Context: an optimization exercise on an open-source flow, tuned for small area, a short achievable clock period and few clock cycles per item. The choices shown serve that exercise and are no tape-out recipe. The RTL was checked by simulation tests, not by an equivalence proof against the original design. No run shown here takes its clock network from TritonCTS; it comes from the design's own scripts or RTL. No driver is modelled on the clock port, so clock power and skew are understated where the tree is cut down; a real chip needs a root buffer or a tree. Power and IR drop assume default switching activity.

==> flow/design.v <==
package serpent_pkg;
    localparam int SERPENT_BLK_W  = 128;
    localparam int SERPENT_WORD_W = 32;
    typedef enum logic [1:0] {
        IDLE  = 2'd0,
        ROUND = 2'd1,
        FINAL = 2'd2,
        DONE  = 2'd3
    } state_t;
    function automatic logic [31:0] rotl32(
        input logic [31:0]               x,
        input int unsigned               n
    );
        rotl32 = (x << n) | (x >> (32 - n));
    endfunction
endpackage
module s_box_tab (
    input  logic [2:0]  i_sel,
    output logic [63:0] o_tab
);
    assign o_tab =
        ({64{i_sel == 3'd0}} & 64'hc396976419b552cd) |    
        ({64{i_sel == 3'd1}} & 64'h2e93b44b568d6359) |    
        ({64{i_sel == 3'd2}} & 64'h25e94da6a4d6639c) |    
        ({64{i_sel == 3'd3}} & 64'h913ee952b4c663a6) |    
        ({64{i_sel == 3'd4}} & 64'hb856e69269cad24b) |    
        ({64{i_sel == 3'd5}} & 64'h1ce97493662dd24b) |    
        ({64{i_sel == 3'd6}} & 64'h5b94196d69c33e89) |    
        ({64{i_sel == 3'd7}} & 64'h1cb6c716a9d47187);    
endmodule
module s_box (
    input  logic [63:0]  i_tab,
    input  logic [127:0] i_data,
    output logic [127:0] o_data
);
    for (genvar b = 0; b < 32; b++) begin : g_col
        logic [3:0] w_nib;
        assign w_nib = {i_data[96+b], i_data[64+b], i_data[32+b], i_data[b]};
        assign o_data[b]    = i_tab[w_nib];
        assign o_data[32+b] = i_tab[16 + w_nib];
        assign o_data[64+b] = i_tab[32 + w_nib];
        assign o_data[96+b] = i_tab[48 + w_nib];
    end
endmodule
import serpent_pkg::*;
module serpent_lt
(
    input  logic [SERPENT_BLK_W-1:0] i_data,
    output logic [SERPENT_BLK_W-1:0] o_data
);
    logic [31:0] w_x0a, w_x2a, w_x1b, w_x3b, w_x1c, w_x3c, w_x0d, w_x2d, w_x0e, w_x2e;
    assign w_x0a = serpent_pkg::rotl32(i_data[31:0], 13);
    assign w_x2a = serpent_pkg::rotl32(i_data[95:64], 3);
    assign w_x1b = i_data[63:32] ^ w_x0a ^ w_x2a;
    assign w_x3b = i_data[127:96] ^ w_x2a ^ (w_x0a << 3);
    assign w_x1c = serpent_pkg::rotl32(w_x1b, 1);
    assign w_x3c = serpent_pkg::rotl32(w_x3b, 7);
    assign w_x0d = w_x0a ^ w_x1c ^ w_x3c;
    assign w_x2d = w_x2a ^ w_x3c ^ (w_x1c << 7);
    assign w_x0e = serpent_pkg::rotl32(w_x0d, 5);
    assign w_x2e = serpent_pkg::rotl32(w_x2d, 22);
    assign o_data = {w_x3c, w_x2e, w_x1c, w_x0e};
endmodule
import serpent_pkg::*;
module serpent_round_ctrl
#(
    parameter int NUM_ROUNDS = 32,
    parameter int KIDX_W     = 6
) (
    input  logic                     clk,
    input  logic                     rst,
    input  logic                     in_valid,
    output logic                     in_ready,
    input  logic [SERPENT_BLK_W-1:0] in_data,
    output logic [KIDX_W-1:0]        key_idx,
    input  logic [SERPENT_BLK_W-1:0] key_in,
    output logic                     out_valid,
    input  logic                     out_ready,
    output logic [SERPENT_BLK_W-1:0] out_data
);
    localparam logic [KIDX_W-1:0] FINAL_IDX = KIDX_W'(NUM_ROUNDS);
    logic [SERPENT_BLK_W-1:0] r_p;           
    logic [SERPENT_BLK_W-1:0] r_q;           
    logic [KIDX_W-1:0]        r_p_idx;       
    logic [KIDX_W-1:0]        r_q_idx;       
    logic                     r_p_vld, r_q_vld;
    logic [KIDX_W-1:0]        r_key_idx;     
    logic                     r_done;        
    logic                     r_in_ready;    
    logic [SERPENT_BLK_W-1:0] w_sub, w_lt, w_pre;
    logic                     w_p_done, w_stall, w_q_last;
    logic                     w_p_vld_n, w_q_vld_n;
    logic [KIDX_W-1:0]        w_p_idx_n, w_q_idx_n;
    logic [63:0] r_tab, w_tab_n;
    s_box_tab u_s_box_tab (
        .i_sel (w_p_idx_n[2:0]),
        .o_tab (w_tab_n)
    );
    s_box u_s_box (
        .i_tab  (r_tab),
        .i_data (r_p),
        .o_data (w_sub)
    );
    serpent_lt u_lt (
        .i_data (r_q),
        .o_data (w_lt)
    );
    assign w_p_done = r_done;                         
    assign w_stall  = w_p_done & ~out_ready;
    assign w_q_last = r_q_idx[5];                     
    assign w_pre    = ~r_q_vld ? in_data : (w_q_last ? r_q : w_lt);
    always_ff @(posedge clk) begin
        if (rst)           r_p <= '0;
        else if (!w_stall) r_p <= w_pre ^ key_in;
    end
    always_ff @(posedge clk) begin
        if (!w_stall) r_q <= w_sub;
    end
    always_ff @(posedge clk) begin
        r_tab <= w_tab_n;
    end
    always_comb begin
        w_q_vld_n = r_p_vld & ~w_p_done;
        w_q_idx_n = r_p_idx + 1'b1;
        w_p_vld_n = r_q_vld | (in_valid & in_ready);
        w_p_idx_n = r_q_vld ? r_q_idx : '0;
    end
    always_ff @(posedge clk) begin
        if (rst) begin
            r_p_vld   <= 1'b0;
            r_q_vld   <= 1'b0;
            r_p_idx   <= '0;
            r_q_idx   <= '0;
            r_key_idx <= '0;
            r_done    <= 1'b0;
            r_in_ready <= 1'b1;
        end else if (!w_stall) begin
            r_p_vld   <= w_p_vld_n;
            r_q_vld   <= w_q_vld_n;
            r_p_idx   <= w_p_idx_n;
            r_q_idx   <= w_q_idx_n;
            r_key_idx <= w_q_vld_n ? w_q_idx_n : '0;
            r_done    <= r_q_vld & r_q_idx[5];
            r_in_ready <= ~w_q_vld_n & ~(r_q_vld & r_q_idx[5]);
        end
    end
    assign in_ready  = r_in_ready;
    assign key_idx   = r_key_idx;
    assign out_valid = w_p_done;
    assign out_data  = r_p;
endmodule
==> flow/flow/run.sh <==
#!/bin/bash
# Own layout flow: the standard ORFS flow (standard.sh) with three changes to how the
# layout is built:
#  - the port buffers are plain buffers (buf_1, sized up later by repair where timing needs it)
#    rather than the delay buffers buffer_ports picks on its own;
#  - timing repair may resize cells across footprints;
#  - the clock tree is built by flow/manual_cts.tcl (two buffer levels: 4 root buffers on the
#    clock port, leaf buffers of at most 16 flip-flops) in place of TritonCTS's three levels.
# Each tool's full output goes to standard.log in the work folder.
set -uo pipefail
here=$(pwd)
export BUFFER_PORTS_ARGS="-buffer_cell sky130_fd_sc_hd__buf_1"
export MATCH_CELL_FOOTPRINT=0
export PRE_CTS_TCL="$here/flow/manual_cts.tcl"
export MANUAL_CTS_ROOTS=4
export MANUAL_CTS_LEAF_SIZE=16
bash standard.sh "BUFFER_PORTS_ARGS=$BUFFER_PORTS_ARGS" MATCH_CELL_FOOTPRINT=0 \
  "PRE_CTS_TCL=$PRE_CTS_TCL" MANUAL_CTS_ROOTS=4 MANUAL_CTS_LEAF_SIZE=16 finish > standard.log 2>&1
status=$?
tail -5 standard.log
exit $status
==> flow/flow/manual_cts.tcl <==
# Sourced before CTS (PRE_CTS_TCL). Replaces TritonCTS with a two-level clock tree: the clock
# port drives a few root buffers, each root drives the leaf buffers of its part of the die, and
# each leaf drives one cluster of nearby flip-flops. Every flip-flop sees the same two buffers, so the tree adds no
# intended skew; it only has one buffer level fewer than TritonCTS builds here.
proc manual_cts_build {args} {
  set leaf_size 24
  if {[info exists ::env(MANUAL_CTS_LEAF_SIZE)]} { set leaf_size $::env(MANUAL_CTS_LEAF_SIZE) }
  set buf_cell sky130_fd_sc_hd__clkbuf_16
  set block [ord::get_db_block]
  set db [ord::get_db]
  set master [$db findMaster $buf_cell]
  set clk_net [$block findNet clk]
  # Sinks: every instance terminal on clk except the port.
  set sinks {}
  foreach it [$clk_net getITerms] {
    if {[$it isInputSignal]} { lappend sinks $it }
  }
  set n [llength $sinks]
  # A quarter more clusters than strictly needed, so that no flip-flop is pushed into a far
  # cluster because the near ones are full.
  set k [expr {max(1, int(ceil(1.25 * $n / $leaf_size)))}]
  # Sink locations.
  set xs {}; set ys {}
  foreach it $sinks {
    set bb [[$it getInst] getBBox]
    lappend xs [expr {([$bb xMin] + [$bb xMax]) / 2}]
    lappend ys [expr {([$bb yMin] + [$bb yMax]) / 2}]
  }
  # Balanced k-means: seeds from sinks sorted by x then y; assignment capped at leaf_size.
  set order [lsort -integer -indices $xs]
  set cx {}; set cy {}
  for {set c 0} {$c < $k} {incr c} {
    set i [lindex $order [expr {int(($c + 0.5) * $n / $k)}]]
    lappend cx [lindex $xs $i]; lappend cy [lindex $ys $i]
  }
  for {set iter 0} {$iter < 30} {incr iter} {
    # All (distance, sink, cluster) pairs, greedily assigned with a size cap.
    set pairs {}
    for {set i 0} {$i < $n} {incr i} {
      for {set c 0} {$c < $k} {incr c} {
        set d [expr {abs([lindex $xs $i] - [lindex $cx $c]) + abs([lindex $ys $i] - [lindex $cy $c])}]
        lappend pairs [list $d $i $c]
      }
    }
    set pairs [lsort -integer -index 0 $pairs]
    set assign [lrepeat $n -1]
    set cnt [lrepeat $k 0]
    set left $n
    foreach p $pairs {
      lassign $p d i c
      if {[lindex $assign $i] >= 0} continue
      if {[lindex $cnt $c] >= $leaf_size} continue
      lset assign $i $c
      lset cnt $c [expr {[lindex $cnt $c] + 1}]
      incr left -1
      if {$left == 0} break
    }
    set sx [lrepeat $k 0]; set sy [lrepeat $k 0]
    for {set i 0} {$i < $n} {incr i} {
      set c [lindex $assign $i]
      lset sx $c [expr {[lindex $sx $c] + [lindex $xs $i]}]
      lset sy $c [expr {[lindex $sy $c] + [lindex $ys $i]}]
    }
    for {set c 0} {$c < $k} {incr c} {
      if {[lindex $cnt $c] > 0} {
        lset cx $c [expr {[lindex $sx $c] / [lindex $cnt $c]}]
        lset cy $c [expr {[lindex $sy $c] / [lindex $cnt $c]}]
      }
    }
  }
  # Root buffers: the leaf buffers are split into n_roots groups by position (k-means on x then
  # y), and each group's root buffer sits at the group's centre, fed by the clock port.
  set n_roots 2
  if {[info exists ::env(MANUAL_CTS_ROOTS)]} { set n_roots $::env(MANUAL_CTS_ROOTS) }
  set n_roots [expr {min($n_roots, $k)}]
  set lorder [lsort -integer -indices $cx]
  set rx {}; set ry {}
  for {set r 0} {$r < $n_roots} {incr r} {
    set c [lindex $lorder [expr {int(($r + 0.5) * $k / $n_roots)}]]
    lappend rx [lindex $cx $c]; lappend ry [lindex $cy $c]
  }
  set lroot [lrepeat $k 0]
  for {set iter 0} {$iter < 20} {incr iter} {
    for {set c 0} {$c < $k} {incr c} {
      set best 0; set bd 1e18
      for {set r 0} {$r < $n_roots} {incr r} {
        set d [expr {abs([lindex $cx $c] - [lindex $rx $r]) + abs([lindex $cy $c] - [lindex $ry $r])}]
        if {$d < $bd} { set bd $d; set best $r }
      }
      lset lroot $c $best
    }
    for {set r 0} {$r < $n_roots} {incr r} {
      set sx 0; set sy 0; set m 0
      for {set c 0} {$c < $k} {incr c} {
        if {[lindex $lroot $c] == $r} { set sx [expr {$sx + [lindex $cx $c]}]; set sy [expr {$sy + [lindex $cy $c]}]; incr m }
      }
      if {$m > 0} { lset rx $r [expr {$sx / $m}]; lset ry $r [expr {$sy / $m}] }
    }
  }
  $clk_net setSigType CLOCK
  set root_nets {}
  for {set r 0} {$r < $n_roots} {incr r} {
    set root [odb::dbInst_create $block $master clkbuf_root_$r]
    $root setLocation [expr {int([lindex $rx $r])}] [expr {int([lindex $ry $r])}]
    $root setPlacementStatus PLACED
    set rnet [odb::dbNet_create $block clknet_root_$r]
    $rnet setSigType CLOCK
    [$root findITerm A] connect $clk_net
    [$root findITerm X] connect $rnet
    lappend root_nets $rnet
  }
  set leaves {}
  for {set c 0} {$c < $k} {incr c} {
    set leaf [odb::dbInst_create $block $master clkbuf_leaf_$c]
    $leaf setLocation [expr {int([lindex $cx $c])}] [expr {int([lindex $cy $c])}]
    $leaf setPlacementStatus PLACED
    set lnet [odb::dbNet_create $block clknet_leaf_$c]
    $lnet setSigType CLOCK
    [$leaf findITerm A] connect [lindex $root_nets [lindex $lroot $c]]
    [$leaf findITerm X] connect $lnet
    lappend leaves $lnet
  }
  for {set i 0} {$i < $n} {incr i} {
    set it [lindex $sinks $i]
    $it disconnect
    $it connect [lindex $leaves [lindex $assign $i]]
  }
  puts "manual CTS: $n sinks, $k leaf buffers of at most $leaf_size sinks, $n_roots root buffers"
  set_propagated_clock [all_clocks]
}
rename clock_tree_synthesis tritoncts_clock_tree_synthesis
proc clock_tree_synthesis {args} { manual_cts_build }
==> flow/standard.sh <==
#!/bin/bash
# synth_recipe.tcl (not shown) runs the flow's synth.tcl, then flattens the netlist and writes it again
# the make line also repeats each setting of config.mk as NAME=value (left out here)
make -C /OpenROAD-flow-scripts/flow DESIGN_CONFIG=/design/flow/config.mk WORK_HOME=/design/flow/orfs CLKGATE_MAP_FILE= SYNTH_SCRIPT=/design/flow/synth_recipe.tcl "${@:-finish}"
==> flow/config.mk <==
export PLATFORM = sky130hd
export DESIGN_NAME = serpent_round_ctrl
export DESIGN_NICKNAME = serpent_round_ctrl
export VERILOG_FILES = /design/flow/design.v
export SDC_FILE = /design/flow/constraint.sdc
export NUM_CORES = 4
export LEC_CHECK = 0
export CAP_MARGIN = 20
export CORE_MARGIN = 2
export CORE_UTILIZATION = 40
export SETUP_SLACK_MARGIN = 3.8
export SLEW_MARGIN = 20
export TNS_END_PERCENT = 5
==> flow/constraint.sdc <==
create_clock -name core_clock -period 6.0 [get_ports {clk}]
set_input_delay 1.2000 -clock core_clock [delete_from_list [all_inputs] [get_ports {clk}]]
set_output_delay 1.2000 -clock core_clock [all_outputs]
set_load 0.01 [all_outputs]
==> results of run 1 <==
==> worst max-delay path, delay by kind of cell (launching register included) <==
family | cells | cell delay, ns
compound gates | 3 | 0.68
simple gates | 1 | 0.54
flops | 1 | 0.44
buf+inv | 1 | 0.43
xor+xnor | 1 | 0.19
==> final timing paths <==
| path | cells after the start | start | slack, ns | endpoint |
|---|---|---|---|---|
| max | 6 | r_q_idx[5]$_SDFFE_PP0N_ | 3.60 | r_p[66]$_SDFFE_PP0N_ |
| min | 2 | r_p_idx[4]$_SDFFE_PP0N_ | 0.49 | r_p_idx[4]$_SDFFE_PP0N_ |
| max reg2reg | 6 | r_q_idx[5]$_SDFFE_PP0N_ | 3.60 | r_p[66]$_SDFFE_PP0N_ |
| min reg2reg | 2 | r_p_idx[4]$_SDFFE_PP0N_ | 0.49 | r_p_idx[4]$_SDFFE_PP0N_ |
==> power by group <==
part / leakage (nW) / internal, mW / switching [mW]
Clock: 0.382 / 0.913 / 0.852
Sequential: 3.06 / 2.96 / 1.14
Combinational: 9.04 / 4.30 / 3.46
==> what timing repair did <==
item                       4_1_cts  5_1_grt
gates cloned                     6        3
pin swaps                        0        1
hold endpoints to repair         0        0
setup buffers                   33       42
gates resized for setup         80      181
setup endpoints to repair      450      269
==> cells in the mapped netlist (all sizes together), types with 30 or more instances <==
| library cell | number |
|---|---|
| a211oi | 105 |
| nor2 | 182 |
| o22ai | 43 |
| buf | 124 |
| xnor3 | 118 |
| xnor2 | 36 |
| mux2i | 68 |
| xor2 | 69 |
| clkbuf | 351 |
| nor3b | 30 |
| mux4 | 576 |
| o211ai | 62 |
| nand2 | 147 |
| nor3 | 34 |
| a21oi | 86 |
| o21ai | 117 |
| nand2b | 48 |
| edfxtp | 128 |
| dfxtp | 206 |
==> logic make-up (layout without fill, tap and decap cells) <==
group / after synthesis / after routing
AOI/OAI and AO/OA: 488 / 488
xor gates and xnor gates: 225 / 225
adders and majority gates: 1 / 1
buffers and inverters: 489 / 594
DFF: 334 / 334
muxes: 644 / 644
other: 0 / 8
and+or+nand+nor: 547 / 547
==> registers in the layout, indices dropped and copies added, names as in the netlist <==
signal,flops
r_tab,57
r_q_idx,6
r_p,128
r_q_vld,1
r_q,128
r_p_idx,6
r_p_vld,1
r_in_ready,1
r_key_idx,6
==> per-layer routing <==
metal,wire [µm],share of wire,GRT usage,vias up
li1,-,-,-,11011
met3,26300,0.17,0.137,727
met1,49700,0.32,0.436,14576
met5,64,0.00041,0,-
met4,12800,0.082,0.196,10
met2,66600,0.43,0.532,2977
==> cell type report <==
cell class              instances  area (µm²)
fillers                      7398       44900
multi-input cells            1905       23100
flip-flops and latches        334        8260
repair buffers                547        3360
well taps                    1070        1340
plain buffers                  31         776
inverters                      14        85.1
repair inverters                2        22.5
diodes                          8        20.0
==> layout by cell type, fill, tap and decap left out, types with 47 or more instances in the layout <==
master,synthesis,layout
a21oi_1,86,86
buf_1,49,386
dfxtp_2,0,91
xnor3_1,111,109
o21ai_0,117,115
xor2_1,69,69
dfxtp_1,206,68
mux4_2,576,576
mux2i_1,68,68
nand2b_1,48,48
a211oi_1,104,104
nor2_1,182,181
edfxtp_1,128,128
o211ai_1,62,62
dfxtp_4,0,47
nand2_1,147,147
buf_4,0,91
==> summary.txt, run 1 <==
Outcome
  – Outcome: finished clean

Die
  – IO Count: just under 400
  – Core Footprint: 81800 µm²
  – Number of cell rows: approximately 110
  – Initial Utilization: 0.403
  – Die width: 291 µm
  – Die height: 291 µm
  – DIE AREA: around 85000 µm²

Worst setup path
  – Crit-path slowest cell: nand2_1
  – Critical Path Sink Type: flop
  – Req. time, crit path: 6.27 ns
  – Worst setup path category: reg2reg
  – Max FO, Critical Path: 15
  – CP max stage delay: 0.54 ns
  – Worst-path cell chain: nand2_1 > buf_4 > o22ai_1 > a21oi_1 > xnor2_1 > a211oi_1
  – Arr. time, crit path: between 2 and 3 ns
  – Worst Setup Start Kind: flop

Power
  – Cell Pwr Density: 368 nW/µm²
  – Peak supply drop: around 0.22 mV
  – Total power: 13.6 mW
  – Leakage: approximately 12 nW

STA
  – Crit path time final: between 2 and 2.5 ns
  – Final Skew: 0.0736 ns
  – RSZ-0062 raised after global routing: yes
  – Final Max Tran Viols: 0
  – Hold Vio Cnt, Final: 0
  – Worst-Margin Slew: between 1 and 1.5 ns
  – Slew Limit Headroom: 0.197
  – Total Neg Setup Slack: 0 ns
  – Max frequency: about 0.42 GHz
  – Setup-failing EPs final: 0
  – Final period utilization: 0.400
  – Final setup margin: ~3.6 ns
  – WHS: 0.488 ns

Drt
  – Vias after detailed routing: between 20000 and 30000
  – Routed vias/inst: 7.49
  – Total routed wirelength: roughly 160000 µm
  – Wire length per cell: between 30 and 40 µm
  – Pre-antenna DRT Iters: 7
  – DRC: 0
  – Routed Antenna Nets: 0
  – DRT iter0 DRCs: 5072

Placement
  – GP Congestion: 0.967
  – Dpl cell area: 34600 µm²
  – Dpl hpwl: 102000 µm
  – Worst Setup Slack post-DPL: 2.71 ns
  – Port bufs: just under 400
  – Cells after DPL: 3788

Yosys
  – Adder-Cell Fraction of Synth Area: 0.000379
  – Mapped Cells: approximately 2700
  – Xor/xnor share of the synthesized area: 0.110
  – Top_reg_cell synth: dfxtp_1
  – Synth top area cells: mux4_2 39%, dfxtp_1 13%, edfxtp_1 12%
  – Combinational family with the most area after synthesis: multiplexers
  – Synthesized flop and latch total: ~330
  – Seq/Total Area, Yosys: 0.242
  – Area of the mapped netlist: approximately 33000 µm²
  – Yosys warning total: 2
  – Syn_area_per_cell: 12.1 µm²
  – Post-synthesis compound-gate area fraction: 0.0945
  – Synth area leader: mux4_2
  – Ys async rst share: 0
  – Syn_nets: between 2000 and 3000
  – Synth cell types: 47
  – Mux share of post-synthesis cell area: 0.414
  – Area share of the largest cell type after synthesis: 0.393
  – Synth Area in Simple Gates: 0.0811
  – Post-synth EDFFs: between 100 and 150

Cells and area
  – Nets@finish: 3096
  – Layout overhead on the synthesized area: 12.1%
  – Util after Layout: 0.452
  – Fin area: ~37000 µm²
  – Layout cells sized above 1: 0.327
  – Final cell count without fillers: ~3900

Job
  – Max-cap violations: 0

Global routing
  – GRT Total Usage: 0.354
  – First-pass GRT wire length: between 200000 and 250000 µm
  – Vias in the first global route: 27801
  – Largest net degree at the start of global routing: between 90 and 100
  – GRT overflow: 0
  – Antenna violations before repair: 13

Clock network
  – Clock slew at reported path FFs: about 0.07 ns
  – Hold-fix buffers, CTS: 0
  – Clock Latency Late Sink: around 0.37 ns

Min path
  – Class of the worst hold path: reg2reg
Testbench counts, summed over its fixed seeds: cycles 12,864, blocks 384.
==> run 2, diff against run 1 <==
--- a/flow/design.v
+++ b/flow/design.v
@@ -112,7 +112,9 @@
     always_ff @(posedge clk) begin
-        if (rst)           r_p <= '0;
-        else if (!w_stall) r_p <= w_pre ^ key_in;
-    end
-    always_ff @(posedge clk) begin
-        if (!w_stall) r_q <= w_sub;
+        if (rst) begin
+            r_p <= '0;
+            r_q <= '0;
+        end else if (!w_stall) begin
+            r_p <= w_pre ^ key_in;
+            r_q <= w_sub;
+        end
     end
--- a/flow/config.mk
+++ b/flow/config.mk
@@ -10,4 +10,3 @@
 export CORE_UTILIZATION = 40
-export SETUP_SLACK_MARGIN = 3.8
+export SETUP_SLACK_MARGIN = 3.7
 export SLEW_MARGIN = 20
-export TNS_END_PERCENT = 5
==> run 2 against run 1 <==
First-iteration DRC count up 17%. Global-route usage increased by 1.7 points. Via count is 15% higher. Hold slack better by 0.0087 ns. Fmax fell by 1.9%. Flip-flop and latch count stayed put. Critical path depth shrank 1. Combinational power shrank 33%. Synthesized cell count is 26% higher. Clock power increased by 2%. Critical endpoint is now r_p[115]$_SDFFE_PP0N_.
==> summary.txt, run 2 <==
Outcome
  – Outcome: finished clean

Yosys
  – Post-synth EDFFs: 0
  – Count leader, synth: mux4_2
  – Syn_nets: 3699
  – Area of the mapped netlist: roughly 34000 µm²
  – Top_reg_cell synth: dfxtp_1
  – Seq/Total Area, Yosys: 0.195
  – Synth top area cells: mux4_2 33%, dfxtp_1 19%, xnor3_1 6.0%
  – Area share of the largest cell type after synthesis: 0.327
  – Synthesized flop and latch total: roughly 330
  – Yosys warning total: 2
  – Mapped Cells: ~3400
  – Top post-synthesis cells by count: 499 x mux4_2, 362 x clkbuf_1, 334 x dfxtp_1
  – Synth cell types: 51
  – Synth area leader: mux4_2
  – Ys async rst share: 0
  – Syn_area_per_cell: between 9 and 10 µm²

Placement
  – Dpl cell area: between 30000 and 40000 µm²
  – Port bufs: 395
  – Dpl hpwl: about 110000 µm
  – GP Congestion: just under 1
  – Worst Setup Slack post-DPL: between 2 and 3 ns
  – Cells after DPL: approximately 4500

STA
  – Max frequency: ~0.41 GHz
  – Final setup margin: 3.55 ns
  – Worst-Margin Slew: approximately 1.2 ns
  – Final Max Tran Viols: 0
  – Setup-failing EPs final: 0
  – Final period utilization: 0.408
  – Total Neg Setup Slack: 0 ns
  – Hold Vio Cnt, Final: 0
  – Final Skew: 0.0622 ns
  – Slew Limit Headroom: 0.202
  – RSZ-0062 raised after global routing: yes
  – Crit path time final: roughly 2.4 ns
  – WHS: 0.496 ns

Cells and area
  – Layout cells sized above 1: 0.294
  – Multi-input gate area: approximately 25000 µm²
  – Filler cell count in the final layout: between 8000 and 9000
  – Commonest non-fill, non-tap cell in the layout: mux4_2
  – Final cell count without fillers: roughly 4700
  – Register Area: ~7000 µm²
  – Util after Layout: 0.457
  – Fin area: about 39000 µm²
  – Biggest regs: r_p: 128 flops, r_q: 128 flops, r_tab: 57 flops
  – Nets@finish: 3832
  – Commonest cells after routing, fill and taps aside: 499 x mux4_2, 349 x buf_1, 297 x nor2_1
  – Layout overhead on the synthesized area: 13.3%

Worst setup path
  – Crit-path slowest cell: dfxtp_1
  – Req. time, crit path: 6.25 ns
  – Worst Setup Start Kind: flop
  – Critical Path Sink Type: flop
  – CP max stage delay: between 0.6 and 0.7 ns
  – Max FO, Critical Path: 3
  – Arr. time, crit path: 2.70 ns
  – Worst-path cell chain: xnor3_2 > o211ai_1 > o21ai_1 > xor2_1 > a21oi_1
  – Worst setup path category: reg2reg

Die
  – Die width: around 300 µm
  – Initial Utilization: 0.403
  – DIE AREA: 88200 µm²
  – Core Footprint: roughly 85000 µm²
  – IO Count: 396
  – Number of cell rows: about 110
  – Die height: approximately 300 µm

Drt
  – Total routed wirelength: ~170000 µm
  – Routed vias/inst: between 7 and 8
  – DRC: 0
  – Routed Antenna Nets: 0
  – DRT iter0 DRCs: approximately 5900
  – Wire length per cell: between 30 and 40 µm
  – Vias after detailed routing: roughly 34000
  – Pre-antenna DRT Iters: 7

Global routing
  – Largest net degree at the start of global routing: just under 100
  – GRT Total Usage: 0.370
  – Antenna violations before repair: 10
  – First-pass GRT wire length: between 200000 and 250000 µm
  – GRT overflow: 0
  – Vias in the first global route: 30270

Clock network
  – Clock slew at reported path FFs: approximately 0.060 ns
  – Clock Latency Late Sink: roughly 0.40 ns

Min path
  – Class of the worst hold path: reg2reg

Power
  – Peak supply drop: roughly 0.17 mV
  – Cell Pwr Density: around 270 nW/µm²
  – Total power: between 10 and 15 mW
  – Leakage: between 10 and 15 nW

Job
  – Max-cap violations: 0
run 2: layout make-up:
cell class              instances  share of cell area
repair buffers                630               0.105
plain buffers                  31              0.0199
inverters                      17             0.00196
diodes                          3            0.000193
well taps                    1144              0.0368
multi-input cells            2557               0.654
flip-flops and latches        334               0.182
run 2: worst paths after layout:
kind                           startpoint                      end  slack [ns]  cells after the start
setup reg to reg    r_q[108]$_SDFFE_PP0N_    r_p[115]$_SDFFE_PP0N_        3.55                      5
hold reg to reg   r_q_idx[3]$_SDFFE_PP0N_  r_p_idx[3]$_SDFFE_PP0N_        0.50                      2
hold / removal    r_q_idx[3]$_SDFFE_PP0N_  r_p_idx[3]$_SDFFE_PP0N_        0.50                      2
setup / recovery    r_q[108]$_SDFFE_PP0N_    r_p[115]$_SDFFE_PP0N_        3.55                      5
run 2: what timing repair did:
| action | in CTS | in global routing |
|---|---|---|
| hold buffers | 0 | 0 |
| setup buffers | 56 | 100 |
| pin swaps | 6 | 11 |
| endpoints found under the setup margin | 422 | 134 |
| gates resized for setup | 328 | 88 |
| cloned | 7 | 1 |
run 2: cell families after synthesis:
logic type	synth area share
simple gates	0.118
buf+inv	0.0688
fa+ha+maj	0.000364
compound gates	0.137
flops	0.195
xor+xnor	0.108
mux	0.373
run 2: routing by layer:
| metal | vias up | share of wire | global-route usage |
|---|---|---|---|
| met1 | 16277 | 0.34 | 0.470 |
| met2 | 3401 | 0.39 | 0.514 |
| met5 | - | 0.0023 | 0 |
| li1 | 13277 | - | - |
| met3 | 751 | 0.20 | 0.200 |
| met4 | 14 | 0.070 | 0.171 |
run 2: critical path: cells and delay by family (launching register included):
kind                      cells  cell delay, ns
AOI/OAI and AO/OA             3            0.84
xor gates and xnor gates      2            0.83
DFF                           1            0.66
run 2: where the power goes:
part           internal [mW]  total, mW  switching [mW]  leakage (nW)
registers               2.51       3.36           0.854          2.83
logic                   2.76       5.24            2.49          10.5
clock network          0.914       1.81           0.897         0.382
Testbench counts of run 2, summed over its fixed seeds: cycles 12,864, blocks 384.

==> port drivers added, routing unchanged <==
Ports are ideal in the flow. The routed layouts listed here were re-timed in OpenROAD.
Step 1 sets driving cells, clkbuf_16 on the clock port and buf_2 on the other inputs (assumed; they add their load-dependent delay and slew).
Step 2 adds t to the input delays and takes it off the output delays; t is the mean of the earliest and latest rising clock arrival at the registers after step 1. Input paths then give back, and output paths get back, about the clock's delay inside the block.
a / b / c = no drivers / after step 1 / after step 2; a / b = the first two.
run | shift t [ns] | setup WS [ns] | pins driven straight from the clock port
run 1 | 0.497 | 3.598 / 3.484 / 3.306 | 4
run 2 | 0.541 | 3.551 / 3.511 / 3.264 | 4
After both steps every run listed still meets setup and hold. The setup slack of run 1, which loses most, moves by -0.114 ns with the drivers and by -0.292 ns with both steps.
